Background: an optimization exercise with open tools, aiming at small area. Do not read the settings as production practice. RTL that was checked went through simulation tests only; none was proved equivalent to the original. The RTL of run 3 was laid out without a check of its function. Power is estimated from default activity; no workload was simulated. No driver is modelled on the clock port, so clocking that relies on it looks cheaper here than on a real chip.

--- design/flow/flow/run.sh ---
#!/bin/bash
# The standard ORFS layout (standard.sh) with these layout choices changed:
#  - synthesis maps the logic with an area-oriented abc script (flow/synth.tcl, flow/abc_area.script);
#    everything else in it is synth_recipe.tcl, and the registers are the standard synthesis's
#  - port buffers are buf_1 cells (every port still gets its own buffer)
#  - CTS clusters up to 30 sinks (diameter 100 um) per leaf buffer and inserts no dummy loads
# The full make output goes to flow_make.log; ORFS keeps each step's log under orfs/logs/.
set -euo pipefail
cd "$(dirname "$0")/.."
export MY_ABC_SCRIPT=$PWD/flow/abc_area.script
bash standard.sh \
  "SYNTH_SCRIPT=$PWD/flow/synth.tcl" \
  "BUFFER_PORTS_ARGS=-buffer_cell sky130_fd_sc_hd__buf_1" \
  "CTS_ARGS=-sink_clustering_enable -repair_clock_nets -dont_use_dummy_load -sink_clustering_size 30 -sink_clustering_max_diameter 100" \
  finish > flow_make.log 2>&1
--- design/flow/flow/abc_area.script ---
&get -n
&st
&syn3
&dch
&nf -R 1000
&put
--- design/flow/flow/synth.tcl ---
proc synth {args} { yosys synth -nofsm -noshare {*}$args }
# synth_recipe.tcl with the abc call given an area-oriented mapping script (flow/abc_area.script).
# Registers are mapped (dfflibmap) before abc, so they are the same as in the standard synthesis.
proc abc {args} {
  set i [lsearch -exact $args -script]
  if { $i >= 0 && [info exists ::env(MY_ABC_SCRIPT)] } { lset args [expr {$i + 1}] $::env(MY_ABC_SCRIPT) }
  yosys abc {*}$args
}
source $::env(SCRIPTS_DIR)/synth.tcl
# left out here: clear keep_hierarchy, flatten, clean up, hide names made inside functions, write 1_2_yosys.v
--- design/flow/standard.sh ---
#!/bin/bash
# synth_recipe.tcl (not shown) runs the flow's synth.tcl, then flattens the netlist and writes it again
# the make line also repeats each setting of config.mk as NAME=value (left out here)
make -C /OpenROAD-flow-scripts/flow DESIGN_CONFIG=/design/flow/config.mk WORK_HOME=/design/flow/orfs CLKGATE_MAP_FILE= SYNTH_SCRIPT=/design/flow/synth_recipe.tcl "${@:-finish}"
--- design/flow/config.mk ---
export PLATFORM = sky130hd
export DESIGN_NAME = hash_table
export DESIGN_NICKNAME = hash_table
export VERILOG_FILES = /design/flow/design.v
export SDC_FILE = /design/flow/constraint.sdc
export NUM_CORES = 4
export LEC_CHECK = 0
export CAP_MARGIN = 20
export CORE_MARGIN = 2
export CORE_UTILIZATION = 70
export PLACE_DENSITY = 0.8
export SLEW_MARGIN = 20
--- design/flow/constraint.sdc ---
create_clock -name core_clock -period 6.0 [get_ports {clk}]
set_input_delay 1.2000 -clock core_clock [delete_from_list [all_inputs] [get_ports {clk}]]
set_output_delay 1.2000 -clock core_clock [all_outputs]
set_load 0.01 [all_outputs]
--- design/flow/design.v ---
`default_nettype none
module h3_hash (
    input  wire [8-1:0]    key_i,
    input  wire [(8 * 3)-1:0] matrix_i,
    output reg  [3-1:0]    adr_o
);
    integer b;
    always @(*) begin
        adr_o = {3{1'b0}};
        for (b = 0; b < 8; b = b + 1) begin
            if (key_i[b]) begin
                adr_o = adr_o ^ matrix_i[b*3 +: 3];
            end
        end
    end
endmodule
`default_nettype wire
`default_nettype none
module hash_table (
    input  wire                       clk,
    input  wire                       rst_n_i,
    input  wire                       ready_i,
    input  wire [(1 + 2 + 8 + 16)-1:0]   req_i,
    input  wire [(4 * (8 * 3))-1:0]    h3_matrix_i,
    output wire [(1 + 2 + 16 + 4)-1:0]  resp_o
);
    localparam NT    = 4;
    localparam AW    = 3;
    localparam SLOTS = 2 ** 3;
    localparam NE    = NT * SLOTS;
    localparam KW    = 8;
    localparam DW    = 16;
    localparam IW    = ((4 > 1) ? $clog2(4) : 1);
    localparam PW    = IW + AW;
    wire            req_valid = req_i[((1 + 2 + 8 + 16) - 1)];
    wire [1:0]      req_op    = req_i[(8 + 16) +: 2];
    wire [KW-1:0]   req_key   = req_i[(16) +: KW];
    wire [DW-1:0]   req_data  = req_i[0 +: DW];
    reg  [NE-1:0]     valid_q;
    reg  [NE*KW-1:0]  key_q;
    reg  [NE*DW-1:0]  data_q;
    wire [NT*AW-1:0]  adr;
    reg  [NE-1:0]     sel;
    reg  [NT-1:0]     ent_valid;
    reg  [NT*KW-1:0]  ent_key;
    reg  [NT-1:0]     hit_t;
    reg  [NT-1:0]     free_t;
    genvar g;
    generate
        for (g = 0; g < NT; g = g + 1) begin : g_hash
            h3_hash hash_0 (
                .key_i    (req_key),
                .matrix_i (h3_matrix_i[g*(8 * 3) +: (8 * 3)]),
                .adr_o    (adr[g*AW +: AW])
            );
        end
    endgenerate
    integer t, s;
    always @(*) begin
        for (t = 0; t < NT; t = t + 1) begin
            ent_valid[t]          = 1'b0;
            ent_key[t*KW +: KW]   = {KW{1'b0}};
            for (s = 0; s < SLOTS; s = s + 1) begin
                sel[t*SLOTS + s] = (adr[t*AW +: AW] == s);
                if (sel[t*SLOTS + s]) begin
                    ent_valid[t]        = ent_valid[t] | valid_q[t*SLOTS + s];
                    ent_key[t*KW +: KW] = ent_key[t*KW +: KW] | key_q[(t*SLOTS + s)*KW +: KW];
                end
            end
            hit_t[t]  = ent_valid[t] && (ent_key[t*KW +: KW] == req_key);
            free_t[t] = !ent_valid[t];
        end
    end
    reg           hit;
    reg           any_free;
    reg [NT-1:0]  first_free;
    reg [IW-1:0]  hit_idx;
    reg [AW-1:0]  hit_adr;
    always @(*) begin
        hit        = |hit_t;
        any_free   = |free_t;
        first_free = {NT{1'b0}};
        hit_idx    = {IW{1'b0}};
        hit_adr    = {AW{1'b0}};
        for (t = NT - 1; t >= 0; t = t - 1) begin
            if (free_t[t]) first_free = {NT{1'b0}} | ({{(NT-1){1'b0}}, 1'b1} << t);
        end
        for (t = 0; t < NT; t = t + 1) begin
            if (hit_t[t]) begin
                hit_idx = hit_idx | t;
                hit_adr = hit_adr | adr[t*AW +: AW];
            end
        end
    end
    wire en     = ready_i;
    wire is_rd  = (req_op == 2'd1);
    wire is_wr  = (req_op == 2'd2);
    wire is_del = (req_op == 2'd3);
    wire do_wr  = en && req_valid && is_wr && !hit && any_free;
    wire do_del = en && req_valid && is_del && hit;
    integer e;
    always @(posedge clk) begin
        for (e = 0; e < NE; e = e + 1) begin
            if (en && !valid_q[e]) begin
                key_q[e*KW +: KW]  <= req_key;
                data_q[e*DW +: DW] <= req_data;
            end
        end
    end
    always @(posedge clk or negedge rst_n_i) begin
        if (!rst_n_i) begin
            valid_q <= {NE{1'b0}};
        end else begin
            for (e = 0; e < NE; e = e + 1) begin
                if (do_wr && first_free[e / SLOTS] && sel[e]) begin
                    valid_q[e] <= 1'b1;
                end else if (do_del && hit_t[e / SLOTS] && sel[e]) begin
                    valid_q[e] <= 1'b0;
                end
            end
        end
    end
    wire          fail = is_wr ? (hit || !any_free) : (is_rd || is_del) ? !hit : 1'b0;
    reg           r1_valid, r2_valid;
    reg  [1:0]    r1_op, r2_op;
    reg           r1_fail, r2_fail;
    reg  [PW-1:0] r1_ptr, r2_ptr;
    always @(posedge clk or negedge rst_n_i) begin
        if (!rst_n_i) begin
            r1_valid <= 1'b0;
            r2_valid <= 1'b0;
        end else if (en) begin
            r1_valid <= req_valid;
            r2_valid <= r1_valid;
        end
    end
    always @(posedge clk) begin
        if (en) begin
            r1_op   <= req_op;
            r1_fail <= fail;
            r1_ptr  <= {hit_idx, hit_adr[AW-1:1], is_wr ? hit : hit_adr[0]};
            r2_op   <= r1_op;
            r2_fail <= r1_fail;
            r2_ptr  <= r1_ptr;
        end
    end
    wire          rd_hit = (r2_op == 2'd1) && !r2_fail;
    reg  [DW-1:0] rd_data;
    always @(*) begin
        rd_data = {DW{1'b0}};
        for (e = 0; e < NE; e = e + 1) begin
            if (rd_hit && r2_ptr == e) rd_data = rd_data | data_q[e*DW +: DW];
        end
    end
    wire [4-1:0] status;
    assign status[3]    = r2_fail && (r2_op == 2'd1);
    assign status[2] = r2_fail && (r2_op == 2'd2) && r2_ptr[0];
    assign status[1]      = r2_fail && (r2_op == 2'd2) && !r2_ptr[0];
    assign status[0]  = r2_fail && (r2_op == 2'd3);
    assign resp_o = {r2_valid, r2_op, rd_data, status};
endmodule
`default_nettype wire
==> impl_metrics.env, run 1 <==
export IMPL_grt_start_max_net_pins=53
export IMPL_synth_main_ff_cell="edfxtp_1"
export IMPL_fill_cells=2501
export IMPL_drtIter0Drc=3206
export IMPL_drcViolationCount=0
export IMPL_start_util_pct=70.4
export IMPL_setup_viol=0
export IMPL_vias=18862
export IMPL_drv_slew=0
export IMPL_ys_seq_elements=818
export IMPL_max_cap_violations=0
export IMPL_gp_congestion=0.951
export IMPL_wire_per_inst_um=27.7
export IMPL_max_freq_ghz=0.179
export IMPL_final_cells=2717
export IMPL_maxSlewHeadroom_pct=27.2
export IMPL_cts_buffers=31
export IMPL_endpoint_kind="flop"
export IMPL_cp_arrival_ns=6.12
export IMPL_port_buffers=148
export IMPL_wl_met1_um=27000
export IMPL_place_ws_ns=-0.112
export IMPL_syn_num_nets=1946
export IMPL_routed_top_layer="met4"
export IMPL_nets=2253
export IMPL_fp_dieH_um=214
export IMPL_vias_per_cell=6.94
export IMPL_antenna_left=0
export IMPL_tightest_slew_ns=1.09
export IMPL_synthToLayoutAreaGrowth_pct=10.3
export IMPL_setup_worst_path_class="in -> reg"
export IMPL_dp_cells=2686
export IMPL_ys_warn_count=2
export IMPL_overflow=0
export IMPL_cts_tree="yes"
export IMPL_cts_sinks=818
export IMPL_status="complete, no violations"
export IMPL_grt_use_total_pct=32.8
export IMPL_io_pins=149
export IMPL_synth_top_area_share_pct=76.1
export IMPL_avgSynthCellArea_um2=17.0
export IMPL_die_area_mm2=0.0459
export IMPL_clkLatencyLatePin_ns=0.63
export IMPL_power_leakage_nw=11.4
export IMPL_critPathLaunchType="input port"
export IMPL_syn_inst=1820
export IMPL_ys_seq_area_share_pct=78.9
export IMPL_clk_pin_slew_ns=0.11
export IMPL_hold_viol=0
export IMPL_cts_resized=0
export IMPL_ys_types=37
export IMPL_grt_pass1_wl_um=112000
export IMPL_antenna_found_initial=0
export IMPL_rsz0062_at_grt="false"
export IMPL_syn_area_mm2=0.0309
export IMPL_async_reset_ff_share_pct=4.16
export IMPL_antenna_cells=0
export IMPL_hold_path_class="reg -> reg"
export IMPL_synth_largest_area_cell="edfxtp_1"
export IMPL_power_w=0.0119
export IMPL_grt_pass1_vias=18529
export IMPL_cts_buffer_depth=3
export IMPL_hold_buffers=0
export IMPL_first_pass_iters=10
export IMPL_hpwlAfterDp_um=47000
export IMPL_path_max_fanout=18
export IMPL_fin_crit_sh_pct=93.2
export IMPL_skew_ns=0.0467
export IMPL_routed_wl_um=75300
export IMPL_htree_levels=1
export IMPL_fin_ws_ns=0.408
export IMPL_synth_edff_count=784
export IMPL_vdd_drop_max_mv=0.253
export IMPL_core_rowCount=77
export IMPL_wl_met3_um=8300
export IMPL_final_area_mm2=0.0341
export IMPL_cts_setup_buffers=0
export IMPL_required_ns=6.53
export IMPL_drive_gt1_share_pct=9.84
export IMPL_met2_length_um=37200
export IMPL_fin_setup_tns_ns=0
export IMPL_die_w_um=214
export IMPL_synth_area_top_cells="edfxtp_1, a222oi_1, a22oi_1, dfrtp_1, nand2_1"
export IMPL_placed_cell_area_mm2=0.0333
export IMPL_p_per_area_mw_per_mm2=348
export IMPL_core_mm2=0.0439
export IMPL_period_needed_ns=5.59
export IMPL_clockRootBuffer="clkbuf_16"
-- worst max-delay path, cell delays in order --
cell,delay (ns)
clkbuf_2,0.15
buf_4,0.26
buf_4,0.22
nand2_1,0.08
xnor2_1,0.14
xnor2_1,0.14
xnor2_1,0.70
and3_1,0.63
a22oi_1,0.14
nand4_1,0.13
xor2_1,0.23
nor2_1,0.08
nand4_1,0.11
nor4_1,0.06
buf_4,0.17
or3_1,0.45
nor4_2,0.52
nand4b_1,0.40
o21ai_0,0.30
-- layer usage --
metal | track usage, % | vias up
li1 | - | 8072
met1 | 45.6 | 9300
met2 | 54.8 | 1327
met3 | 4.18 | 163
met4 | 12.0 | 0
met5 | 0 | -
-- cell families (layout without fill, tap and decap cells) --
family                 Yosys count  in the layout  synth area share, %
AO/OA/AOI/OAI                  393            393                 10.3
buffers and inverters           23            328                0.291
XOR/XNOR                       119            119                 3.37
flip-flops                     818            818                 78.9
AND/OR/NAND/NOR                467            467                 7.17
-- synth_stat cells, types with 2 or more instances --
library cell,number
o21ai_0,38
o31ai_1,6
a22oi_1,142
xor2_1,33
o211ai_1,2
nor3_1,3
or4_1,4
edfxtp_1,784
and4_1,9
or2_0,7
or3_1,6
xnor2_1,86
nand2b_1,9
nand4_1,53
nand2_1,207
nand3_1,24
nor3b_1,2
a22o_1,20
a32o_1,6
nor2_1,79
o22ai_1,2
a21oi_1,19
a222oi_1,120
a221oi_1,36
dfrtp_1,34
and3_1,12
clkinv_1,22
nand4b_1,2
nor2b_1,39
nor4_1,7
-- worst paths after layout --
kind	end	from	slack, ns	cells after the start
worst min-delay path	r2_ptr[0]	r1_ptr[0]	0.43	0
worst max-delay path	valid_q[24]	req_i[22]	0.41	19
worst max register to register	valid_q[24]	key_q[155]	2.61	11
max in group asynchronous	valid_q[18]	rst_n_i	4.75	1
worst min register to register	r2_ptr[0]	r1_ptr[0]	0.43	0
min in group asynchronous	valid_q[0]	rst_n_i	0.68	1
-- sequential cells by signal (all words and copies together), names as in the netlist --
register  count
data_q      512
key_q       256
valid_q      32
r1_ptr        5
r2_ptr        5
r1_op         2
r2_op         2
r1_fail       1
r1_valid      1
r2_fail       1
r2_valid      1
-- metrics by stage --
step	hold slack (ns)	util, %
floorplan	0.400	-
CTS	0.424	77.6
global placement	0.404	75.9
global route	0.442	77.7
finish	0.431	77.7
detailed placement	0.405	75.9
-- where the power goes --
part           internal [W]  switching, W
sequential          0.00708      0.000233
combinational      0.000684       0.00143
clock              0.000927       0.00151
-- area by class of cell --
| cell class | instances | area, um2 | area share, % |
|---|---|---|---|
| Sequential cell | 818 | 24400 | 71.5 |
| Multi-Input combinational cell | 979 | 6600 | 19.3 |
| Inverter | 22 | 82.6 | 0.242 |
| Timing Repair Buffer | 275 | 1530 | 4.48 |
| Clock buffer | 31 | 776 | 2.27 |
| Tap cell | 592 | 741 | 2.17 |
-- layout by cell type (no fill, tap or decap), types with 33 or more instances in the layout --
| cell | n |
|---|---|
| nand4_1 | 53 |
| nand2_1 | 207 |
| xor2_1 | 33 |
| dfrtp_1 | 34 |
| a221oi_1 | 36 |
| a22oi_1 | 142 |
| xnor2_1 | 86 |
| a222oi_1 | 120 |
| o21ai_0 | 38 |
| buf_1 | 132 |
| edfxtp_1 | 784 |
| nor2_1 | 78 |
| buf_4 | 127 |
==> run 2, diff against run 1 <==
--- a/design/flow/config.mk
+++ b/design/flow/config.mk
@@ -7,6 +7,6 @@
 export LEC_CHECK = 0
 export CAP_MARGIN = 20
 export CORE_MARGIN = 2
-export CORE_UTILIZATION = 70
-export PLACE_DENSITY = 0.8
+export CORE_UTILIZATION = 60
+export PLACE_DENSITY = 0.7
 export SLEW_MARGIN = 20
==> impl_metrics.env, run 2 <==
export IMPL_combPwrFrac_pct=18.0
export IMPL_vias_per_cell=6.57
export IMPL_hold_path_class="reg -> reg"
export IMPL_placed_cell_area_mm2=0.0335
export IMPL_cp_cell_sequence="clkbuf_2, buf_4, nand2_1, xnor2_1, xnor2_1, xnor2_1, nand2_1, nor2_1, buf_4, a22oi_1, and3_1, xnor2_1, nor2_1, nand4b_1, nor4_1, or3_1, nor3b_1, buf_4, and3_1, nand2_1, nand2_1, o21ai_0"
export IMPL_grtUsageMet1_pct=40.3
export IMPL_hold_buffers=0
export IMPL_synth_top_cells_by_count="edfxtp_1, nand2_1, a22oi_1, a222oi_1, xnor2_1"
export IMPL_cts_resized=0
export IMPL_synth_main_ff_cell="edfxtp_1"
export IMPL_status="complete, no violations"
export IMPL_internal_power_w=0.00871
export IMPL_drive_gt1_share_pct=10.3
export IMPL_vdd_drop_max_mv=0.252
export IMPL_switching_share_pct=26.9
export IMPL_largest_reg_flops=512
export IMPL_synth_edff_count=784
export IMPL_io_pins=149
export IMPL_htree_levels=1
export IMPL_nets=2260
export IMPL_layout_commonest_cell="edfxtp_1"
export IMPL_layout_common_cells="edfxtp_1, nand2_1, a22oi_1"
export IMPL_clockRootBuffer="clkbuf_16"
export IMPL_max_cap_violations=0
export IMPL_grt_pass1_wl_um=114000
export IMPL_critPathLaunchType="input port"
export IMPL_cp_slowest_cell="xnor2_1"
export IMPL_setup_viol=0
export IMPL_path_buf_inv=4
export IMPL_endpoint_kind="flop"
export IMPL_syn_num_nets=1946
export IMPL_avgSynthCellArea_um2=17.0
export IMPL_seq_power_share_pct=61.1
export IMPL_gp_congestion=0.890
export IMPL_cp_arrival_ns=5.98
export IMPL_die_area_mm2=0.0534
export IMPL_cts_buffers=31
export IMPL_ys_seq_area_share_pct=78.9
export IMPL_port_buffers=148
export IMPL_vias=18467
export IMPL_critical_path_max_stage_delay_ns=0.52
export IMPL_power_leakage_nw=11.4
export IMPL_first_pass_iters=7
export IMPL_critical_path_top_delay_family="simple AND/OR/NAND/NOR gates"
export IMPL_grt_start_max_net_pins=52
export IMPL_cts_setup_buffers=0
export IMPL_ys_seq_elements=818
export IMPL_fill_cells=3491
export IMPL_tightest_slew_ns=1.06
export IMPL_die_w_um=231
export IMPL_fin_crit_sh_pct=91.3
export IMPL_synth_top_area_share_pct=76.1
export IMPL_max_freq_ghz=0.183
export IMPL_period_needed_ns=5.48
export IMPL_synthToLayoutAreaGrowth_pct=10.8
export IMPL_core_mm2=0.0511
export IMPL_cts_tree="yes"
export IMPL_synth_area_top_cells="edfxtp_1, a222oi_1, a22oi_1, dfrtp_1, nand2_1"
export IMPL_hpwlAfterDp_um=47800
export IMPL_clkLatencyLatePin_ns=0.64
export IMPL_top_usage_layer="met2"
export IMPL_grt_util_met3_pct=2.97
export IMPL_regMostFlops="data_q"
export IMPL_pwr_share_clk_pct=20.9
export IMPL_core_rowCount=83
export IMPL_setup_worst_path_class="in -> reg"
export IMPL_drv_slew=0
export IMPL_syn_inst=1820
export IMPL_async_reset_ff_share_pct=4.16
export IMPL_overflow=0
export IMPL_p_per_area_mw_per_mm2=348
export IMPL_ys_types=37
export IMPL_fp_dieH_um=231
export IMPL_synth_largest_area_cell="edfxtp_1"
export IMPL_reg_top3="data_q x512, key_q x256, valid_q x32"
export IMPL_skew_ns=0.0483
export IMPL_maxSlewHeadroom_pct=29.2
export IMPL_drtIter0Drc=2573
export IMPL_cts_buffer_depth=3
export IMPL_wire_per_inst_um=27.2
export IMPL_grt_use_total_pct=28.9
export IMPL_final_area_mm2=0.0343
export IMPL_start_util_pct=60.5
export IMPL_p_sw_w=0.00321
export IMPL_globalRouteMet2Util_pct=49.4
export IMPL_ys_warn_count=2
export IMPL_final_core_util_pct=67.1
export IMPL_path_max_fanout=26
export IMPL_syn_area_mm2=0.0309
export IMPL_antenna_left=0
export IMPL_antenna_cells=0
export IMPL_clk_pin_slew_ns=0.10
export IMPL_rsz0062_at_grt="false"
export IMPL_hold_viol=0
export IMPL_routed_wl_um=76400
export IMPL_cts_sinks=818
export IMPL_antenna_found_initial=1
export IMPL_grt_pass1_vias=18382
export IMPL_drcViolationCount=0
export IMPL_yosysMostFrequentCell="edfxtp_1"
export IMPL_required_ns=6.50
[run 2: kinds of logic after synthesis]
logic type      share of synthesized area (%)
simple gates                             7.17
xor+xnor                                 3.37
flops                                    78.9
compound gates                           10.3
buf+inv                                 0.291
[run 2: through the flow]
step	hold WS [ns]	setup TNS, ns	worst slack [ns]	instances	power, W
global placement	0.401	0	0.0194	2781	0.00949
floorplan	0.400	0	0.682	1820	0.00856
finish	0.432	0	0.523	2812	0.0119
global route	0.442	0	0.0967	2812	0.0124
detailed placement	0.405	-0.811	-0.106	2781	0.00956
CTS	0.431	0	0.583	2812	0.0119
[run 2: worst paths after layout]
check	start	end	slack, ns	cells past startpoint
max	req_i[16]	valid_q[22]	0.52	22
min	r1_ptr[0]	r2_ptr[0]	0.43	0
max reg2reg	key_q[173]	valid_q[22]	2.45	13
min reg2reg	r1_ptr[0]	r2_ptr[0]	0.43	0
max in group asynchronous	rst_n_i	valid_q[10]	4.71	1
min in group asynchronous	rst_n_i	valid_q[26]	0.68	1
[run 2: worst reg2reg max path, stage by stage (launching register included)]
cell and delay (ns):
edfxtp_1 0.39, a22o_1 0.21, a221oi_1 0.38, nand3_1 0.15, xor2_1 0.19, nor4_1 0.61
or2_0 0.25, or3_1 0.22, nor3b_1 0.21, buf_4 0.17, and3_1 0.38, nand2_1 0.13
nand2_1 0.08, o21ai_0 0.08
[run 2: area by class of cell]
type                       instances  area, um2  area share (%)
sequential                       818      24400            71.2
inverter                          22       82.6           0.241
multi-input combinational        979       6600            19.2
timing repair buffer             282       1580            4.60
clock buffer                      31        776            2.26
tap                              680        851            2.48
[run 2: layer usage]
metal	part of all wire [%]	vias to the layer above
li1	-	8097
met1	39	9311
met4	2.4	0
met3	8.3	93
met2	50	966
met5	0	-
[run 2: power by group through the flow]
stage | combinational (W) | clock, W | sequential (W)
finish | 0.00215 | 0.00249 | 0.00729
global route | 0.00232 | 0.00270 | 0.00735
CTS | 0.00214 | 0.00250 | 0.00729
detailed placement | 0.00213 | 0 | 0.00742
global placement | 0.00210 | 0 | 0.00739
floorplan | 0.00120 | 0 | 0.00736
==> run 3, diff against run 2 <==
--- a/design/flow/design.v
+++ b/design/flow/design.v
@@ -101,7 +101,7 @@
     integer e;
     always @(posedge clk) begin
         for (e = 0; e < NE; e = e + 1) begin
-            if (en && !valid_q[e]) begin
+            if (do_wr && first_free[e / SLOTS] && sel[e]) begin
                 key_q[e*KW +: KW]  <= req_key;
                 data_q[e*DW +: DW] <= req_data;
             end
==> design/flow/flow/run.sh (replaced) <==
#!/bin/bash
# The standard ORFS layout (standard.sh) with these layout choices changed:
#  - synthesis maps the logic with an area-oriented abc script (flow/synth.tcl, flow/abc_area.script);
#    everything else in it is synth_recipe.tcl, and the registers are the standard synthesis's
#  - port buffers are buf_1 cells (every port still gets its own buffer)
#  - CTS clusters up to 24 sinks (diameter 80 um) per leaf buffer and inserts no dummy loads
# The full make output goes to flow_make.log; ORFS keeps each step's log under orfs/logs/.
set -euo pipefail
cd "$(dirname "$0")/.."
export MY_ABC_SCRIPT=$PWD/flow/abc_area.script
bash standard.sh \
  "SYNTH_SCRIPT=$PWD/flow/synth.tcl" \
  "BUFFER_PORTS_ARGS=-buffer_cell sky130_fd_sc_hd__buf_1" \
  "CTS_ARGS=-sink_clustering_enable -repair_clock_nets -dont_use_dummy_load -sink_clustering_size 24 -sink_clustering_max_diameter 80" \
  finish > flow_make.log 2>&1
--- a/design/flow/config.mk
+++ b/design/flow/config.mk
@@ -7,6 +7,5 @@
 export LEC_CHECK = 0
 export CAP_MARGIN = 20
 export CORE_MARGIN = 2
-export CORE_UTILIZATION = 60
-export PLACE_DENSITY = 0.7
+export CORE_UTILIZATION = 40
 export SLEW_MARGIN = 20
==> impl_metrics.env, run 3 <==
export IMPL_htree_levels=2
export IMPL_fill_cells=6514
export IMPL_layout_commonest_cell="edfxtp_1"
export IMPL_drv_slew=0
export IMPL_reg2reg_from="key_q[236]"
export IMPL_cts_buffer_depth=3
export IMPL_wire_per_inst_um=25.5
export IMPL_synth_area_top_cells="edfxtp_1, a222oi_1, a22oi_1, dfrtp_1, xnor2_1"
export IMPL_setup_viol=0
export IMPL_skew_ns=0.0891
export IMPL_vias=18432
export IMPL_core_rowCount=101
export IMPL_synth_largest_area_cell="edfxtp_1"
export IMPL_clockRootBuffer="clkbuf_16"
export IMPL_setup_worst_path_class="in -> reg"
export IMPL_hold_buffers=0
export IMPL_min_from="r1_ptr[4]"
export IMPL_ys_seq_area_share_pct=79.4
export IMPL_cp_arrival_ns=5.85
export IMPL_fin_crit_sh_pct=93.6
export IMPL_r2r_slack_ns=2.36
export IMPL_cts_buffers=42
export IMPL_maxSlewHeadroom_pct=34.6
export IMPL_synth_top_cells_by_count="edfxtp_1, nand2_1, a22oi_1, a222oi_1, nor2_1"
export IMPL_synth_edff_count=784
export IMPL_required_ns=6.23
export IMPL_avgSynthCellArea_um2=17.1
export IMPL_fin_setup_tns_ns=0
export IMPL_io_pins=149
export IMPL_reg2reg_to="key_q[245]"
export IMPL_drcViolationCount=0
export IMPL_overflow=0
export IMPL_syn_area_mm2=0.0307
export IMPL_grt_use_total_pct=20.3
export IMPL_synth_main_ff_cell="edfxtp_1"
export IMPL_synth_top_area_share_pct=76.6
export IMPL_hold_path_class="reg -> reg"
export IMPL_die_area_mm2=0.0790
export IMPL_critPathLaunchType="input port"
export IMPL_synthToLayoutAreaGrowth_pct=15.2
export IMPL_drive_gt1_share_pct=11.8
export IMPL_max_freq_ghz=0.178
export IMPL_rr_worst_depth=14
export IMPL_cts_resized=0
export IMPL_nets=2278
export IMPL_ys_seq_elements=818
export IMPL_antenna_found_initial=0
export IMPL_vias_per_cell=5.80
export IMPL_cts_sinks=818
export IMPL_p_per_area_mw_per_mm2=307
export IMPL_status="complete, no violations"
export IMPL_clkLatencyLatePin_ns=0.62
export IMPL_path_max_fanout=24
export IMPL_regMostFlops="data_q"
export IMPL_clk_pin_slew_ns=0.09
export IMPL_tightest_slew_ns=0.981
export IMPL_hold_viol=0
export IMPL_whs_path_depth=0
export IMPL_min_to="r2_ptr[4]"
export IMPL_power_leakage_nw=11.0
export IMPL_grt_start_max_net_pins=37
export IMPL_ys_warn_count=2
export IMPL_final_core_util_pct=46.6
export IMPL_layout_common_cells="edfxtp_1, nand2_1, a22oi_1"
export IMPL_first_pass_iters=10
export IMPL_fp_dieH_um=281
export IMPL_whs_ns=0.420
export IMPL_max_cap_violations=0
export IMPL_antenna_cells=0
export IMPL_async_reset_ff_share_pct=4.16
export IMPL_cts_tree="yes"
export IMPL_routed_wl_um=81000
export IMPL_cts_setup_buffers=0
export IMPL_grt_pass1_vias=18081
export IMPL_ys_types=40
export IMPL_syn_inst=1796
export IMPL_reg_top3="data_q x512, key_q x256, valid_q x32"
export IMPL_grt_pass1_wl_um=119000
export IMPL_start_util_pct=40.5
export IMPL_syn_num_nets=1922
export IMPL_period_needed_ns=5.62
export IMPL_yosysMostFrequentCell="edfxtp_1"
export IMPL_drtIter0Drc=2535
export IMPL_die_w_um=281
export IMPL_vdd_drop_max_mv=0.199
export IMPL_core_mm2=0.0759
export IMPL_largest_reg_flops=512
export IMPL_gp_congestion=0.875
export IMPL_hpwlAfterDp_um=53600
export IMPL_endpoint_kind="flop"
export IMPL_port_buffers=148
export IMPL_antenna_left=0
-- run 3: cell count changes in the layout (fill, tap and decap cells not counted), moves of 10 or more --
| cell | before | now |
|---|---|---|
| clkinv_1 | 22 | 32 |
| buf_12 | 0 | 34 |
| clkbuf_16 | 31 | 42 |
| nor2b_2 | 25 | 0 |
| nand2_1 | 207 | 168 |
| nor2_2 | 10 | 38 |
| o21ai_0 | 38 | 68 |
-- run 3: final cells by class --
class	count	area [um2]	area share (%)
timing repair buffer	313	2230	6.31
clock buffer	42	1050	2.97
inverter	32	120	0.339
tap	1030	1290	3.64
multi-input combinational	945	6300	17.8
sequential	818	24400	68.9
-- run 3: power by group --
group	total, W	switching, W	internal [W]
registers	0.00638	0.0000412	0.00633
clock network	0.00292	0.00166	0.00125
logic	0.00158	0.000992	0.000585
total	0.0109	0.00270	0.00817
-- run 3: cells by family (layout without fill, tap and decap cells) --
kind of cell              count (synthesis)  after routing  share of synthesized area (%)
AOI/OAI and AO/OA                       409            409                           10.5
and+or+nand+nor                         418            418                           6.32
buffers and inverters                    33            387                          0.415
DFF                                     818            818                           79.4
xor gates and xnor gates                118            118                           3.36
-- run 3: critical path: stages --
cell and delay [ns]:
clkbuf_2 0.27, nand2_1 0.13, xnor2_1 0.16, xnor2_1 0.22, xnor2_1 0.23, or2_0 0.29, nor2_1 0.61, a222oi_1 0.30
nand4_1 0.16, xor2_1 0.15, nor4_1 0.09, nand3_1 0.24, clkinv_1 0.16, nor2_1 0.23, nand3_1 0.14, nor4_1 0.37
buf_4 0.19, nand4b_1 0.12, buf_4 0.20, nor2_2 0.14, buf_12 0.21
-- run 3: stage by stage --
| stage | std cells | setup slack [ns] | power (W) | area, um2 |
|---|---|---|---|---|
| 6_report | 3180 | 0.381 | 0.0109 | 35400 |
| 5_1_grt | 3180 | -0.0111 | 0.0113 | 35400 |
| 4_1_cts | 3180 | 0.199 | 0.0109 | 35400 |
| 3_5_place_dp | 3138 | -0.386 | 0.00808 | 34300 |
| 3_3_place_gp | 3138 | -0.163 | 0.00806 | 34300 |
| 2_1_floorplan | 1796 | -0.0250 | 0.00737 | 30700 |
-- run 3: worst max path at each step --
stage,start,end,slack (ns)
finish,req_i[22],key_q[245],0.38
global route,req_i[20],key_q[245],-0.01
floorplan,h3_matrix_i[3],data_q[384],-0.02
detailed placement,req_i[20],data_q[304],-0.39
global placement,req_i[20],data_q[425],-0.16
CTS,req_i[22],key_q[245],0.20
-- run 3: per-layer routing --
layer	track usage (%)	share of wire (%)	vias up
met5	0	0	-
met3	2.30	6.9	92
met2	34.1	49	795
li1	-	-	8112
met1	28.6	42	9433
met4	4.06	1.7	0
==> run 4, diff against run 3 <==
--- a/design/flow/design.v
+++ b/design/flow/design.v
@@ -32,17 +32,22 @@
     localparam DW    = 16;
     localparam IW    = ((4 > 1) ? $clog2(4) : 1);
     localparam PW    = IW + AW;
+    localparam CW    = KW - 1;
     wire            req_valid = req_i[((1 + 2 + 8 + 16) - 1)];
     wire [1:0]      req_op    = req_i[(8 + 16) +: 2];
     wire [KW-1:0]   req_key   = req_i[(16) +: KW];
     wire [DW-1:0]   req_data  = req_i[0 +: DW];
     reg  [NE-1:0]     valid_q;
-    reg  [NE*KW-1:0]  key_q;
+    reg  [NE*CW-1:0]  key_q;     
+    reg  [NT-1:0]     aux_q;     
     reg  [NE*DW-1:0]  data_q;
     wire [NT*AW-1:0]  adr;
     reg  [NE-1:0]     sel;
     reg  [NT-1:0]     ent_valid;
-    reg  [NT*KW-1:0]  ent_key;
+    reg  [NT*CW-1:0]  ent_key;
+    reg  [NT*CW-1:0]  ckey;
+    reg  [NT-1:0]     hzero;
+    reg               nz;
     reg  [NT-1:0]     hit_t;
     reg  [NT-1:0]     free_t;
     genvar g;
@@ -55,19 +60,30 @@
             );
         end
     endgenerate
-    integer t, s;
+    integer t, s, j;
+    always @(*) begin
+        for (t = 0; t < NT; t = t + 1) begin
+            nz = 1'b0;
+            for (j = 0; j < CW; j = j + 1) begin
+                nz = nz | (|h3_matrix_i[t*(8 * 3) + j*AW +: AW]);
+                ckey[t*CW + j] = nz ? req_key[j+1] : req_key[j];
+            end
+            hzero[t] = !(nz | (|h3_matrix_i[t*(8 * 3) + CW*AW +: AW]));
+        end
+    end
     always @(*) begin
         for (t = 0; t < NT; t = t + 1) begin
             ent_valid[t]          = 1'b0;
-            ent_key[t*KW +: KW]   = {KW{1'b0}};
+            ent_key[t*CW +: CW]   = {CW{1'b0}};
             for (s = 0; s < SLOTS; s = s + 1) begin
                 sel[t*SLOTS + s] = (adr[t*AW +: AW] == s);
                 if (sel[t*SLOTS + s]) begin
                     ent_valid[t]        = ent_valid[t] | valid_q[t*SLOTS + s];
-                    ent_key[t*KW +: KW] = ent_key[t*KW +: KW] | key_q[(t*SLOTS + s)*KW +: KW];
+                    ent_key[t*CW +: CW] = ent_key[t*CW +: CW] | key_q[(t*SLOTS + s)*CW +: CW];
                 end
             end
-            hit_t[t]  = ent_valid[t] && (ent_key[t*KW +: KW] == req_key);
+            hit_t[t]  = ent_valid[t] && (ent_key[t*CW +: CW] == ckey[t*CW +: CW]) &&
+                        (!hzero[t] || aux_q[t] == req_key[KW-1]);
             free_t[t] = !ent_valid[t];
         end
     end
@@ -101,9 +117,14 @@
     integer e;
     always @(posedge clk) begin
         for (e = 0; e < NE; e = e + 1) begin
-            if (do_wr && first_free[e / SLOTS] && sel[e]) begin
-                key_q[e*KW +: KW]  <= req_key;
+            if (en && !valid_q[e]) begin
+                key_q[e*CW +: CW]  <= ckey[(e / SLOTS)*CW +: CW];
                 data_q[e*DW +: DW] <= req_data;
+            end
+        end
+        for (t = 0; t < NT; t = t + 1) begin
+            if (en && !valid_q[t*SLOTS]) begin
+                aux_q[t] <= req_key[KW-1];
             end
         end
     end
==> design/flow/flow/run.sh (replaced) <==
#!/bin/bash
# The standard ORFS layout (standard.sh) with these layout choices changed:
#  - synthesis maps the logic with an area-oriented abc script (flow/synth.tcl, flow/abc_area.script);
#    everything else in it is synth_recipe.tcl, and the registers are the standard synthesis's
#  - port buffers are buf_1 cells (every port still gets its own buffer)
#  - CTS clusters up to 30 sinks (diameter 100 um) per leaf buffer and inserts no dummy loads
# The full make output goes to flow_make.log; ORFS keeps each step's log under orfs/logs/.
set -euo pipefail
cd "$(dirname "$0")/.."
export MY_ABC_SCRIPT=$PWD/flow/abc_area.script
bash standard.sh \
  "SYNTH_SCRIPT=$PWD/flow/synth.tcl" \
  "BUFFER_PORTS_ARGS=-buffer_cell sky130_fd_sc_hd__buf_1" \
  "CTS_ARGS=-sink_clustering_enable -repair_clock_nets -dont_use_dummy_load -sink_clustering_size 30 -sink_clustering_max_diameter 100" \
  finish > flow_make.log 2>&1
--- a/design/flow/config.mk
+++ b/design/flow/config.mk
@@ -7,5 +7,6 @@
 export LEC_CHECK = 0
 export CAP_MARGIN = 20
 export CORE_MARGIN = 2
-export CORE_UTILIZATION = 40
+export CORE_UTILIZATION = 60
+export PLACE_DENSITY = 0.7
 export SLEW_MARGIN = 20
==> impl_metrics.env, run 4 <==
export IMPL_hold_viol=0
export IMPL_port_buffers=148
export IMPL_fill_cells=3452
export IMPL_cp_arrival_ns=6.13
export IMPL_yosysMostFrequentCell="edfxtp_1"
export IMPL_setup_worst_path_class="in -> reg"
export IMPL_hold_path_class="reg -> reg"
export IMPL_htree_levels=1
export IMPL_wl_met3_um=6050
export IMPL_layout_commonest_cell="edfxtp_1"
export IMPL_synth_edff_count=756
export IMPL_syn_inst=1844
export IMPL_async_reset_ff_share_pct=4.30
export IMPL_power_leakage_nw=11.1
export IMPL_wl_met1_um=29600
export IMPL_switching_share_pct=26.7
export IMPL_max_cap_violations=0
export IMPL_core_mm2=0.0502
export IMPL_routed_wl_um=75100
export IMPL_cts_resized=0
export IMPL_start_util_pct=60.8
export IMPL_avgSynthCellArea_um2=16.5
export IMPL_ys_types=40
export IMPL_r2r_slack_ns=2.79
export IMPL_cts_tree="yes"
export IMPL_critPathLaunchType="input port"
export IMPL_ys_seq_area_share_pct=77.3
export IMPL_grt_pass1_vias=18001
export IMPL_grt_pass1_wl_um=111000
export IMPL_drcViolationCount=0
export IMPL_drive_gt1_share_pct=8.50
export IMPL_met2_length_um=37100
export IMPL_syn_area_mm2=0.0305
export IMPL_clockRootBuffer="clkbuf_16"
export IMPL_drv_slew=0
export IMPL_tightest_slew_ns=1.08
export IMPL_layout_common_cells="edfxtp_1, nand2_1, a22oi_1"
export IMPL_die_area_mm2=0.0526
export IMPL_antenna_left=0
export IMPL_regMostFlops="data_q"
export IMPL_final_cells=2804
export IMPL_grt_start_max_net_pins=55
export IMPL_clk_pin_slew_ns=0.11
export IMPL_max_freq_ghz=0.179
export IMPL_p_per_area_mw_per_mm2=339
export IMPL_die_w_um=229
export IMPL_cts_buffer_depth=3
export IMPL_vias=18515
export IMPL_status="complete, no violations"
export IMPL_seq_power_share_pct=61.9
export IMPL_hold_buffers=0
export IMPL_cts_sinks=790
export IMPL_io_pins=149
export IMPL_seq_area_mm2=0.0236
export IMPL_gp_congestion=0.904
export IMPL_nets=2258
export IMPL_path_max_fanout=8
export IMPL_fin_crit_sh_pct=93.3
export IMPL_p_sw_w=0.00304
export IMPL_ys_seq_elements=790
export IMPL_synth_top_cells_by_count="edfxtp_1, nand2_1, a22oi_1, a222oi_1, xnor2_1"
export IMPL_ys_warn_count=2
export IMPL_maxSlewHeadroom_pct=27.6
export IMPL_rsz0062_at_grt="false"
export IMPL_antenna_found_initial=1
export IMPL_synthToLayoutAreaGrowth_pct=10.2
export IMPL_core_rowCount=82
export IMPL_cts_setup_buffers=0
export IMPL_skew_ns=0.0353
export IMPL_multi_input_area_mm2=0.00690
export IMPL_combPwrFrac_pct=17.0
export IMPL_wire_per_inst_um=26.8
export IMPL_synth_top_area_share_pct=74.5
export IMPL_required_ns=6.53
export IMPL_routed_top_layer="met4"
export IMPL_endpoint_kind="flop"
export IMPL_synth_main_ff_cell="edfxtp_1"
export IMPL_dp_cells=2772
export IMPL_first_pass_iters=9
export IMPL_syn_num_nets=1970
export IMPL_fp_dieH_um=229
export IMPL_power_w=0.0114
export IMPL_hpwlAfterDp_um=48100
export IMPL_internal_power_w=0.00836
export IMPL_period_needed_ns=5.60
export IMPL_reg_top3="data_q x512, key_q x224, valid_q x32"
export IMPL_drtIter0Drc=2527
export IMPL_vias_per_cell=6.60
export IMPL_largest_reg_flops=512
export IMPL_overflow=0
export IMPL_grt_use_total_pct=28.3
export IMPL_vdd_drop_max_mv=0.230
export IMPL_clkLatencyLatePin_ns=0.63
export IMPL_cts_buffers=30
export IMPL_final_core_util_pct=67.0
export IMPL_setup_viol=0
export IMPL_synth_area_top_cells="edfxtp_1, a22oi_1, a222oi_1, xnor2_1, dfrtp_1"
export IMPL_synth_largest_area_cell="edfxtp_1"
export IMPL_pwr_share_clk_pct=21.2
==> run 4: worst paths after layout <==
path | from | end | cells past startpoint
max | h3_matrix_i[1] | valid_q[31] | 19
min | r1_op[1] | r2_op[1] | 0
max reg2reg | key_q[9] | valid_q[31] | 12
min reg2reg | r1_op[1] | r2_op[1] | 0
max in group asynchronous | rst_n_i | valid_q[25] | 1
min in group asynchronous | rst_n_i | r1_valid | 1
==> run 4: final cells by class <==
| cell class | count | area share, % |
|---|---|---|
| Sequential cell | 790 | 70.1 |
| Multi-Input combinational cell | 1008 | 20.5 |
| Timing Repair Buffer | 257 | 4.12 |
| Tap cell | 672 | 2.50 |
| Clock buffer | 30 | 2.23 |
| Inverter | 45 | 0.503 |
| Antenna cell | 2 | 0.0149 |
==> run 4: cells by family after synthesis <==
| kind of cell | synth area share, % |
|---|---|
| and+or+nand+nor | 7.32 |
| DFF | 77.3 |
| muxes | 1.02 |
| buffers and inverters | 0.579 |
| xor gates and xnor gates | 3.39 |
| AOI/OAI and AO/OA | 10.4 |
==> run 4: layer usage <==
layer | track usage [%] | vias up
met1 | 39.8 | 9340
met2 | 47.6 | 937
met4 | 8.56 | 0
li1 | - | 8117
met3 | 2.75 | 121
met5 | 0 | -
==> run 4: worst max-delay path: stages <==
cell,delay [ns]
buf_1,0.10
nor3_1,0.28
nand2_1,0.14
or4_1,0.46
or4_1,0.48
nor4_1,0.45
nand2_1,0.18
or4_1,0.50
mux2i_1,0.39
xor2_1,0.17
and4b_1,0.25
nand4_1,0.24
nand2_1,0.09
nor2_1,0.23
o21ai_0,0.17
nor2_1,0.13
buf_4,0.15
nand3_1,0.24
o21ai_0,0.28
==> run 4: through the flow <==
stage | hold slack, ns | setup TNS, ns | worst slack (ns) | area, um2
detailed placement | 0.405 | -0.113 | -0.0465 | 32800
CTS | 0.430 | 0 | 0.546 | 33600
global route | 0.437 | 0 | 0.0979 | 33600
global placement | 0.402 | 0 | 0.0689 | 32800
finish | 0.431 | 0 | 0.404 | 33600
floorplan | 0.400 | 0 | 0.640 | 30500
==> run 4: power by group through the flow <==
stage	registers, W	logic [W]	clock network (W)
global route	0.00711	0.00209	0.00261
finish	0.00705	0.00194	0.00241
floorplan	0.00711	0.00112	0
global placement	0.00714	0.00187	0
CTS	0.00705	0.00193	0.00243
detailed placement	0.00718	0.00191	0
==> run 5, diff against run 4 <==
--- a/design/flow/config.mk
+++ b/design/flow/config.mk
@@ -5,8 +5,8 @@
 export SDC_FILE = /design/flow/constraint.sdc
 export NUM_CORES = 4
 export LEC_CHECK = 0
-export CAP_MARGIN = 20
+export CAP_MARGIN = 0
 export CORE_MARGIN = 2
 export CORE_UTILIZATION = 60
 export PLACE_DENSITY = 0.7
-export SLEW_MARGIN = 20
+export SLEW_MARGIN = 0
==> impl_metrics.env, run 5 <==
export IMPL_gp_congestion=0.904
export IMPL_maxSlewHeadroom_pct=8.44
export IMPL_hpwlAfterDp_um=48100
export IMPL_synth_largest_area_cell="edfxtp_1"
export IMPL_hold_buffers=0
export IMPL_endpoint_kind="flop"
export IMPL_syn_num_nets=1970
export IMPL_synth_main_ff_cell="edfxtp_1"
export IMPL_cts_sinks=790
export IMPL_required_ns=6.53
export IMPL_max_freq_ghz=0.176
export IMPL_synth_area_top_cells="edfxtp_1, a22oi_1, a222oi_1, xnor2_1, dfrtp_1"
export IMPL_core_rowCount=82
export IMPL_ys_types=40
export IMPL_drcViolationCount=0
export IMPL_async_reset_ff_share_pct=4.30
export IMPL_clkLatencyLatePin_ns=0.63
export IMPL_cts_buffers=30
export IMPL_period_needed_ns=5.67
export IMPL_nets=2257
export IMPL_cp_cell_sequence="buf_1, nor3_1, nand2_1, or4_1, or4_1, nor4_1, nand2_1, or4_1, mux2i_1, xor2_1, and4b_1, nand4_1, nand2_1, nor2_1, o21ai_0, nor2_1, buf_4, nand3_1, o21ai_0"
export IMPL_avgSynthCellArea_um2=16.5
export IMPL_antenna_cells=0
export IMPL_die_area_mm2=0.0526
export IMPL_r2r_slack_ns=2.68
export IMPL_core_mm2=0.0502
export IMPL_synthToLayoutAreaGrowth_pct=10.1
export IMPL_fill_cells=3407
export IMPL_drtIter0Drc=2481
export IMPL_placed_cell_area_mm2=0.0328
export IMPL_power_leakage_nw=11.0
export IMPL_hold_viol=0
export IMPL_antenna_left=0
export IMPL_antenna_found_initial=1
export IMPL_htree_levels=1
export IMPL_syn_area_mm2=0.0305
export IMPL_cp_slowest_cell="or4_1"
export IMPL_synth_top_cells_by_count="edfxtp_1, nand2_1, a22oi_1, a222oi_1, xnor2_1"
export IMPL_rsz0062_at_grt="false"
export IMPL_vdd_drop_max_mv=0.218
export IMPL_cts_resized=0
export IMPL_cts_setup_buffers=0
export IMPL_overflow=0
export IMPL_critical_path_max_stage_delay_ns=0.50
export IMPL_status="complete, no violations"
export IMPL_drv_slew=0
export IMPL_fp_dieH_um=229
export IMPL_port_buffers=148
export IMPL_routed_wl_um=74700
export IMPL_reg2reg_to="valid_q[27]"
export IMPL_dp_cells=2771
export IMPL_first_pass_iters=6
export IMPL_largest_reg_flops=512
export IMPL_cts_buffer_depth=3
export IMPL_ys_seq_elements=790
export IMPL_final_area_mm2=0.0336
export IMPL_synth_edff_count=756
export IMPL_cp_arrival_ns=6.21
export IMPL_synth_top_area_share_pct=74.5
export IMPL_setup_worst_path_class="in -> reg"
export IMPL_ys_seq_area_share_pct=77.3
export IMPL_grt_use_total_pct=28.3
export IMPL_syn_inst=1844
export IMPL_die_w_um=229
export IMPL_reg_top3="data_q x512, key_q x224, valid_q x32"
export IMPL_ys_warn_count=2
export IMPL_tightest_slew_ns=1.37
export IMPL_grt_pass1_vias=17884
export IMPL_fin_crit_sh_pct=94.6
export IMPL_regMostFlops="data_q"
export IMPL_hold_path_class="reg -> reg"
export IMPL_grt_start_max_net_pins=55
export IMPL_p_per_area_mw_per_mm2=339
export IMPL_setup_viol=0
export IMPL_yosysMostFrequentCell="edfxtp_1"
export IMPL_skew_ns=0.0416
export IMPL_clockRootBuffer="clkbuf_16"
export IMPL_final_cells=2801
export IMPL_crit_end="valid_q[27]"
export IMPL_reg2reg_from="key_q[9]"
export IMPL_vias_per_cell=6.56
export IMPL_layout_commonest_cell="edfxtp_1"
export IMPL_layout_common_cells="edfxtp_1, nand2_1, a22oi_1"
export IMPL_critPathLaunchType="input port"
export IMPL_startpoint="h3_matrix_i[1]"
export IMPL_io_pins=149
export IMPL_vias=18371
export IMPL_clk_pin_slew_ns=0.11
export IMPL_start_util_pct=60.8
export IMPL_rr_worst_depth=12
export IMPL_cts_tree="yes"
export IMPL_path_max_fanout=8
export IMPL_max_cap_violations=0
export IMPL_wire_per_inst_um=26.7
export IMPL_grt_pass1_wl_um=111000
export IMPL_drive_gt1_share_pct=8.36
export IMPL_whs_path_depth=0
[run 5: cell counts after synthesis]
Identical to the previous run, type by type.
[run 5: area by class of cell]
class	instances	area, um2	area share, %
inverters	45	169	0.503
repair buffers	256	1370	4.08
clock buffers	30	751	2.24
multi-input cells	1008	6900	20.5
well taps	672	841	2.50
flip-flops and latches	790	23600	70.1
[run 5: how the worst min path moves through the flow]
stage,startpoint,end,slack (ns)
6_report,r1_op[1],r2_op[1],0.43
5_1_grt,r1_ptr[3],r2_ptr[3],0.44
4_1_cts,r1_ptr[3],r2_ptr[3],0.43
3_5_place_dp,r1_ptr[3],r2_ptr[3],0.40
3_3_place_gp,r1_op[1],r2_op[1],0.40
2_1_floorplan,r1_fail,r2_fail,0.40
[run 5: worst max-delay path: cells and delay by family]
| kind | cells | cell delay, ns |
|---|---|---|
| AO/OA/AOI/OAI | 2 | 0.47 |
| XOR/XNOR | 1 | 0.17 |
| buffers and inverters | 2 | 0.26 |
| multiplexers | 1 | 0.42 |
| AND/OR/NAND/NOR | 13 | 3.68 |
[run 5: power breakdown]
part,internal (W),switching [W],leakage [nW]
logic,0.000622,0.00131,2.86
clock network,0.000899,0.00151,0.370
registers,0.00684,0.000215,7.81
total,0.00836,0.00303,11.0
[run 5: logic make-up (layout without fill, tap and decap cells)]
logic type	after synthesis	in the layout	synth area share, %
xor+xnor	118	118	3.39
buf+inv	46	331	0.579
flops	790	790	77.3
compound gates	410	410	10.4
simple gates	451	451	7.32
mux	29	29	1.02
[run 5: stage by stage]
stage | utilization [%] | hold WS [ns] | setup TNS (ns) | worst slack, ns | total power (W)
finish | 66.9 | 0.428 | 0 | 0.327 | 0.0114
global route | 66.9 | 0.437 | 0 | 0.0581 | 0.0118
CTS | 66.9 | 0.431 | 0 | 0.522 | 0.0114
detailed placement | 65.4 | 0.405 | -0.178 | -0.0348 | 0.00909
global placement | 65.4 | 0.402 | 0 | 0.0689 | 0.00902
floorplan | - | 0.400 | 0 | 0.640 | 0.00823
[run 5: layer usage]
| layer | part of all wire, % | routed length [um] | track usage, % |
|---|---|---|---|
| met5 | 0.017 | 13 | 0 |
| met4 | 2.7 | 2010 | 7.87 |
| met3 | 8.6 | 6430 | 2.81 |
| met2 | 49 | 36900 | 47.7 |
| met1 | 39 | 29300 | 39.8 |
==> run 6, diff against run 5 <==
==> design/flow/flow/abc_area.script (replaced) <==
&get -n
&st
&syn3
&dch
&nf -R 1000
&put
topo
stime -c
upsize -c
dnsize -c
==> impl_metrics.env, run 6 <==
export IMPL_status="complete, no violations"
export IMPL_synth_area_top_cells="edfxtp_1, a22oi_1, a222oi_1, xnor2_1, dfrtp_1"
export IMPL_drtIter0Drc=2892
export IMPL_r2r_slack_ns=3.04
export IMPL_hpwlAfterDp_um=48100
export IMPL_skew_ns=0.0460
export IMPL_core_rowCount=82
export IMPL_drive_gt1_share_pct=9.08
export IMPL_maxSlewHeadroom_pct=14.0
export IMPL_ys_seq_area_share_pct=76.8
export IMPL_layout_common_cells="edfxtp_1, nand2_1, a22oi_1"
export IMPL_avgSynthCellArea_um2=16.6
export IMPL_vias_per_cell=6.61
export IMPL_endpoint_kind="output pin"
export IMPL_cts_setup_buffers=0
export IMPL_grt_pass1_vias=17921
export IMPL_min_from="r1_ptr[2]"
export IMPL_ys_seq_elements=790
export IMPL_tightest_slew_ns=1.29
export IMPL_drcViolationCount=0
export IMPL_clk_pin_slew_ns=0.12
export IMPL_grt_start_max_net_pins=35
export IMPL_cts_buffer_depth=3
export IMPL_synth_top_cells_by_count="edfxtp_1, nand2_1, a22oi_1, a222oi_1, xnor2_1"
export IMPL_hold_path_class="reg -> reg"
export IMPL_cts_buffers=30
export IMPL_setup_worst_path_class="reg -> out"
export IMPL_reg2reg_from="key_q[9]"
export IMPL_routed_wl_um=75000
export IMPL_cp_arrival_ns=4.01
export IMPL_cts_tree="yes"
export IMPL_core_mm2=0.0503
export IMPL_critPathLaunchType="flop"
export IMPL_hold_buffers=0
export IMPL_vias=18433
export IMPL_syn_inst=1844
export IMPL_syn_num_nets=1970
export IMPL_gp_congestion=0.883
export IMPL_drv_slew=0
export IMPL_cp_slowest_cell="nor4b_1"
export IMPL_rsz0062_at_grt="false"
export IMPL_largest_reg_flops=512
export IMPL_synth_largest_area_cell="edfxtp_1"
export IMPL_die_w_um=230
export IMPL_vdd_drop_max_mv=0.295
export IMPL_setup_viol=0
export IMPL_antenna_cells=0
export IMPL_reg_top3="data_q x512, key_q x224, valid_q x32"
export IMPL_wire_per_inst_um=26.9
export IMPL_synth_top_area_share_pct=74.1
export IMPL_period_needed_ns=5.21
export IMPL_whs_path_depth=0
export IMPL_nets=2243
export IMPL_p_per_area_mw_per_mm2=339
export IMPL_fin_crit_sh_pct=86.8
export IMPL_start_util_pct=61.0
export IMPL_reg2reg_to="valid_q[21]"
export IMPL_die_area_mm2=0.0529
export IMPL_synth_main_ff_cell="edfxtp_1"
export IMPL_regMostFlops="data_q"
export IMPL_critical_path_max_stage_delay_ns=0.81
export IMPL_yosysMostFrequentCell="edfxtp_1"
export IMPL_overflow=0
export IMPL_power_w=0.0114
export IMPL_hold_viol=0
export IMPL_rr_worst_depth=11
export IMPL_fp_dieH_um=230
export IMPL_async_reset_ff_share_pct=4.30
export IMPL_antenna_found_initial=0
export IMPL_cp_cell_sequence="nor4b_1, nand2_1, nor2_1, buf_4, a222oi_1, nand4_1, nor2_1, nand4_1, buf_1"
export IMPL_port_buffers=148
export IMPL_ys_types=55
export IMPL_path_max_fanout=9
export IMPL_io_pins=149
export IMPL_antenna_left=0
export IMPL_required_ns=4.80
export IMPL_max_freq_ghz=0.192
export IMPL_clockRootBuffer="clkbuf_16"
export IMPL_clkLatencyLatePin_ns=0.63
export IMPL_max_cap_violations=0
export IMPL_synthToLayoutAreaGrowth_pct=9.83
export IMPL_min_to="r2_ptr[2]"
export IMPL_grt_pass1_wl_um=111000
export IMPL_first_pass_iters=8
export IMPL_htree_levels=1
export IMPL_ys_warn_count=2
export IMPL_fin_setup_tns_ns=0
export IMPL_cts_resized=0
export IMPL_cts_sinks=790
export IMPL_layout_commonest_cell="edfxtp_1"
export IMPL_grt_use_total_pct=28.2
export IMPL_syn_area_mm2=0.0307
export IMPL_power_leakage_nw=11.0
export IMPL_synth_edff_count=756
run 6: changes by cell type in the layout (fill, tap and decap cells not counted), moves of 5 or more:
cell / before / now
o21ai_0: 69 / 28
o21ai_1: 0 / 41
buf_4: 108 / 93
or4_1: 19 / 13
or4_4: 0 / 6
nor4_1: 6 / 1
run 6: final cells by class:
| type | instances | area, um2 |
|---|---|---|
| Sequential cell | 790 | 23600 |
| Multi-Input combinational cell | 1008 | 7080 |
| Fill cell | 3497 | 16600 |
| Clock buffer | 30 | 751 |
| Inverter | 45 | 169 |
| Tap cell | 672 | 841 |
| Timing Repair Buffer | 242 | 1280 |
run 6: worst max-delay path by stage:
stage / startpoint / end / slack (ns) / cells after the start
finish: r2_op[1] / resp_o[5] / 0.79 / 9
floorplan: h3_matrix_i[49] / valid_q[10] / 1.13 / 16
global placement: req_i[20] / valid_q[19] / 0.36 / 19
global route: r2_op[1] / resp_o[19] / 0.54 / 9
detailed placement: req_i[20] / valid_q[18] / 0.30 / 19
CTS: r2_op[1] / resp_o[19] / 0.82 / 9
run 6: per-layer routing:
metal / up-vias / track usage (%) / routed length, um
met4: 0 / 8.51 / 2220
met2: 1033 / 46.5 / 36300
li1: 8088 / - / -
met3: 108 / 2.99 / 7120
met1: 9204 / 40.3 / 29300
met5: - / 0 / 0
run 6: kinds of logic after synthesis:
family | Yosys count | share of synthesized area [%]
AO/OA/AOI/OAI | 410 | 10.4
multiplexers | 29 | 1.03
XOR/XNOR | 118 | 3.42
AND/OR/NAND/NOR | 451 | 7.76
flip-flops | 790 | 76.8
buffers and inverters | 46 | 0.576
run 6: worst max-delay path, delay by kind of cell, from the launching register on:
family,cells,cell delay [ns]
and+or+nand+nor,6,2.18
DFF,1,0.57
buffers and inverters,2,0.49
AOI/OAI and AO/OA,1,0.12
run 6: where the power goes:
group / internal, W / leakage [nW] / switching [W]
Clock: 0.000899 / 0.370 / 0.00149
Combinational: 0.000612 / 2.86 / 0.00134
Sequential: 0.00684 / 7.81 / 0.000216
run 6: metrics by stage:
step | instance area, um2 | std cells | util, % | setup slack (ns) | hold WS, ns
4_1_cts | 33700 | 2787 | 67.0 | 0.820 | 0.430
2_1_floorplan | 30700 | 1844 | - | 1.13 | 0.400
3_3_place_gp | 32900 | 2757 | 65.5 | 0.360 | 0.401
5_1_grt | 33700 | 2787 | 67.0 | 0.539 | 0.434
6_report | 33700 | 2787 | 67.0 | 0.792 | 0.430
3_5_place_dp | 32900 | 2757 | 65.5 | 0.295 | 0.405
==> run 7, diff against run 6 <==
==> design/flow/flow/abc_area.script (replaced) <==
&get -n
&st
&syn3
&dch
&nf -R 2000 -C 32
&put
--- a/design/flow/config.mk
+++ b/design/flow/config.mk
@@ -7,6 +7,6 @@
 export LEC_CHECK = 0
 export CAP_MARGIN = 0
 export CORE_MARGIN = 2
-export CORE_UTILIZATION = 60
-export PLACE_DENSITY = 0.7
+export CORE_UTILIZATION = 70
+export PLACE_DENSITY = 0.8
 export SLEW_MARGIN = 0
==> impl_metrics.env, run 7 <==
export IMPL_whs_ns=0.418
export IMPL_drv_slew=0
export IMPL_ys_warn_count=2
export IMPL_antenna_left=0
export IMPL_fin_setup_tns_ns=0
export IMPL_cp_cell_sequence="buf_1, nor3_1, nand2_1, or4_1, or4_1, nor4_1, nand2_1, nor4_1, mux2i_1, xnor2_1, nand4_1, or4_1, nand4_1, a2111oi_2, nand3_1, o21ai_0"
export IMPL_drive_gt1_share_pct=8.41
export IMPL_wire_per_inst_um=27.9
export IMPL_grt_pass1_wl_um=111000
export IMPL_hpwlAfterDp_um=47500
export IMPL_synth_area_top_cells="edfxtp_1, a222oi_1, a22oi_1, dfrtp_1, xnor2_1"
export IMPL_antenna_cells=0
export IMPL_layout_commonest_cell="edfxtp_1"
export IMPL_required_ns=6.52
export IMPL_cts_tree="yes"
export IMPL_layout_common_cells="edfxtp_1, nand2_1, a22oi_1"
export IMPL_grt_use_total_pct=33.6
export IMPL_port_buffers=148
export IMPL_vias=18793
export IMPL_path_max_fanout=8
export IMPL_critical_path_max_stage_delay_ns=0.61
export IMPL_final_cells=2678
export IMPL_ys_seq_area_share_pct=77.5
export IMPL_place_ws_ns=-0.570
export IMPL_drcViolationCount=0
export IMPL_overflow=0
export IMPL_max_freq_ghz=0.177
export IMPL_drtIter0Drc=2891
export IMPL_syn_inst=1819
export IMPL_syn_area_mm2=0.0304
export IMPL_async_reset_ff_share_pct=4.30
export IMPL_syn_num_nets=1945
export IMPL_antenna_found_initial=0
export IMPL_fp_dieH_um=212
export IMPL_power_leakage_nw=11.0
export IMPL_fin_ws_ns=0.350
export IMPL_tightest_slew_ns=1.37
export IMPL_period_needed_ns=5.65
export IMPL_yosysMostFrequentCell="edfxtp_1"
export IMPL_seq_area_mm2=0.0236
export IMPL_final_core_util_pct=77.7
export IMPL_routed_wl_um=74600
export IMPL_skew_ns=0.0491
export IMPL_setup_viol=0
export IMPL_nets=2221
export IMPL_path_buf_inv=1
export IMPL_status="complete, no violations"
export IMPL_ys_seq_elements=790
export IMPL_die_area_mm2=0.0451
export IMPL_largest_reg_flops=512
export IMPL_maxSlewHeadroom_pct=8.65
export IMPL_die_w_um=212
export IMPL_critPathLaunchType="input port"
export IMPL_io_pins=149
export IMPL_core_rowCount=76
export IMPL_routed_top_layer="met4"
export IMPL_start_util_pct=70.7
export IMPL_cts_buffers=30
export IMPL_dp_cells=2647
export IMPL_fin_crit_sh_pct=94.2
export IMPL_hold_viol=0
export IMPL_cp_slowest_cell="nor4_1"
export IMPL_critical_path_top_delay_family="simple AND/OR/NAND/NOR gates"
export IMPL_wl_met3_um=7980
export IMPL_synth_main_ff_cell="edfxtp_1"
export IMPL_cp_arrival_ns=6.17
export IMPL_clkLatencyLatePin_ns=0.63
export IMPL_reg_top3="data_q x512, key_q x224, valid_q x32"
export IMPL_vdd_drop_max_mv=0.291
export IMPL_cts_sinks=790
export IMPL_cts_buffer_depth=3
export IMPL_p_per_area_mw_per_mm2=342
export IMPL_synth_edff_count=756
export IMPL_synth_top_cells_by_count="edfxtp_1, nand2_1, a22oi_1, a222oi_1, nor2_1"
export IMPL_htree_levels=1
export IMPL_max_cap_violations=0
export IMPL_regMostFlops="data_q"
export IMPL_synth_largest_area_cell="edfxtp_1"
export IMPL_synth_top_area_share_pct=74.7
export IMPL_first_pass_iters=10
export IMPL_clockRootBuffer="clkbuf_16"
export IMPL_synthToLayoutAreaGrowth_pct=9.82
export IMPL_hold_path_class="reg -> reg"
export IMPL_core_mm2=0.0430
export IMPL_multi_input_area_mm2=0.00692
export IMPL_avgSynthCellArea_um2=16.7
export IMPL_met2_length_um=36800
export IMPL_hold_buffers=0
export IMPL_gp_congestion=0.919
export IMPL_grt_start_max_net_pins=52
export IMPL_grt_pass1_vias=18627
export IMPL_fill_cells=2471
export IMPL_cp_common_cell="or4_1"
export IMPL_clk_pin_slew_ns=0.11
export IMPL_wl_met1_um=27000
export IMPL_vias_per_cell=7.02
export IMPL_rsz0062_at_grt="false"
export IMPL_ys_types=40
export IMPL_setup_worst_path_class="in -> reg"
export IMPL_endpoint_kind="flop"
run 7: final timing paths:
check | start | endpoint | slack, ns | cells after the start
max | h3_matrix_i[1] | valid_q[17] | 0.35 | 16
min | r1_fail | r2_fail | 0.42 | 0
max reg2reg | valid_q[23] | valid_q[17] | 2.85 | 10
min reg2reg | r1_fail | r2_fail | 0.42 | 0
max in group asynchronous | rst_n_i | valid_q[20] | 4.69 | 1
min in group asynchronous | rst_n_i | r1_valid | 0.69 | 1
run 7: routing by layer:
metal / track usage, % / vias up
met5: 0 / -
met2: 55.9 / 1289
met4: 12.4 / 0
met1: 46.5 / 9267
li1: - / 8059
met3: 4.02 / 178
run 7: timing repair:
item / in CTS / in global routing
gates resized for setup: 0 / 2
setup buffers: 0 / 0
endpoints found under the setup margin: 0 / 32
run 7: cell families (layout without fill, tap and decap cells):
kind of cell              Yosys count  count (layout)  share of synthesized area, %
AOI/OAI and AO/OA                 389             389                          10.3
DFF                               790             790                          77.5
and+or+nand+nor                   462             462                          7.48
xor gates and xnor gates          114             114                          3.28
buffers and inverters              36             310                         0.457
muxes                              28              28                          1.01
run 7: layout make-up:
type / count / area share [%]
Inverter: 35 / 0.394
Timing Repair Buffer: 245 / 3.88
Sequential cell: 790 / 70.6
Clock buffer: 30 / 2.25
Multi-Input combinational cell: 993 / 20.7
Tap cell: 585 / 2.19
run 7: through the flow:
| step | power, W | area, um2 |
|---|---|---|
| finish | 0.0114 | 33400 |
| global route | 0.0118 | 33400 |
| CTS | 0.0114 | 33400 |
| detailed placement | 0.00911 | 32600 |
| global placement | 0.00901 | 32600 |
| floorplan | 0.00821 | 30400 |
run 7: power by group:
| part | total [W] | switching, W | internal (W) |
|---|---|---|---|
| registers | 0.00708 | 0.000237 | 0.00685 |
| logic | 0.00194 | 0.00131 | 0.000625 |
| clock network | 0.00238 | 0.00148 | 0.000899 |
| total | 0.0114 | 0.00303 | 0.00837 |

what the ideal ports hide:
The results above use ideal ports. As a check the final layouts listed here were re-extracted and re-timed, cells and wires unchanged.
Step 1 assumes that a clkbuf_16 drives the clock port and a buf_2 every other input.
Step 2, shift: input delay + t, output delay - t, t = (earliest + latest rising clock arrival at the registers) / 2. This alone moves slack from input paths to output paths.
Slacks: ideal ports / drivers / drivers and shift; pairs: ideal ports / drivers.
run | t (ns) | slack for setup (ns) | clock arrival spread, ns | worst slew at a driven data input, ns | cell pins on the clock port's net
run 1 | 0.666 | 0.408 / 0.445 / -0.221 | 0.050 / 0.050 | 0.05 | 1
run 2 | 0.678 | 0.523 / 0.559 / -0.120 | 0.049 / 0.049 | 0.04 | 1
run 3 | 0.641 | 0.381 / 0.425 / -0.217 | 0.090 / 0.089 | 0.07 | 1
run 4 | 0.679 | 0.404 / 0.441 / -0.238 | 0.038 / 0.038 | 0.08 | 1
run 5 | 0.670 | 0.327 / 0.359 / -0.311 | 0.042 / 0.041 | 0.09 | 1
run 6 | 0.674 | 0.792 / 0.729 / 0.243 | 0.047 / 0.047 | 0.05 | 1
run 7 | 0.661 | 0.350 / 0.336 / -0.275 | 0.049 / 0.050 | 0.05 | 1
With both steps, setup timing fails in 6 of these runs, where it was met with ideal ports. The setup slack of run 2, which loses most, moves by +0.036 ns with the drivers and by -0.643 ns with both steps.
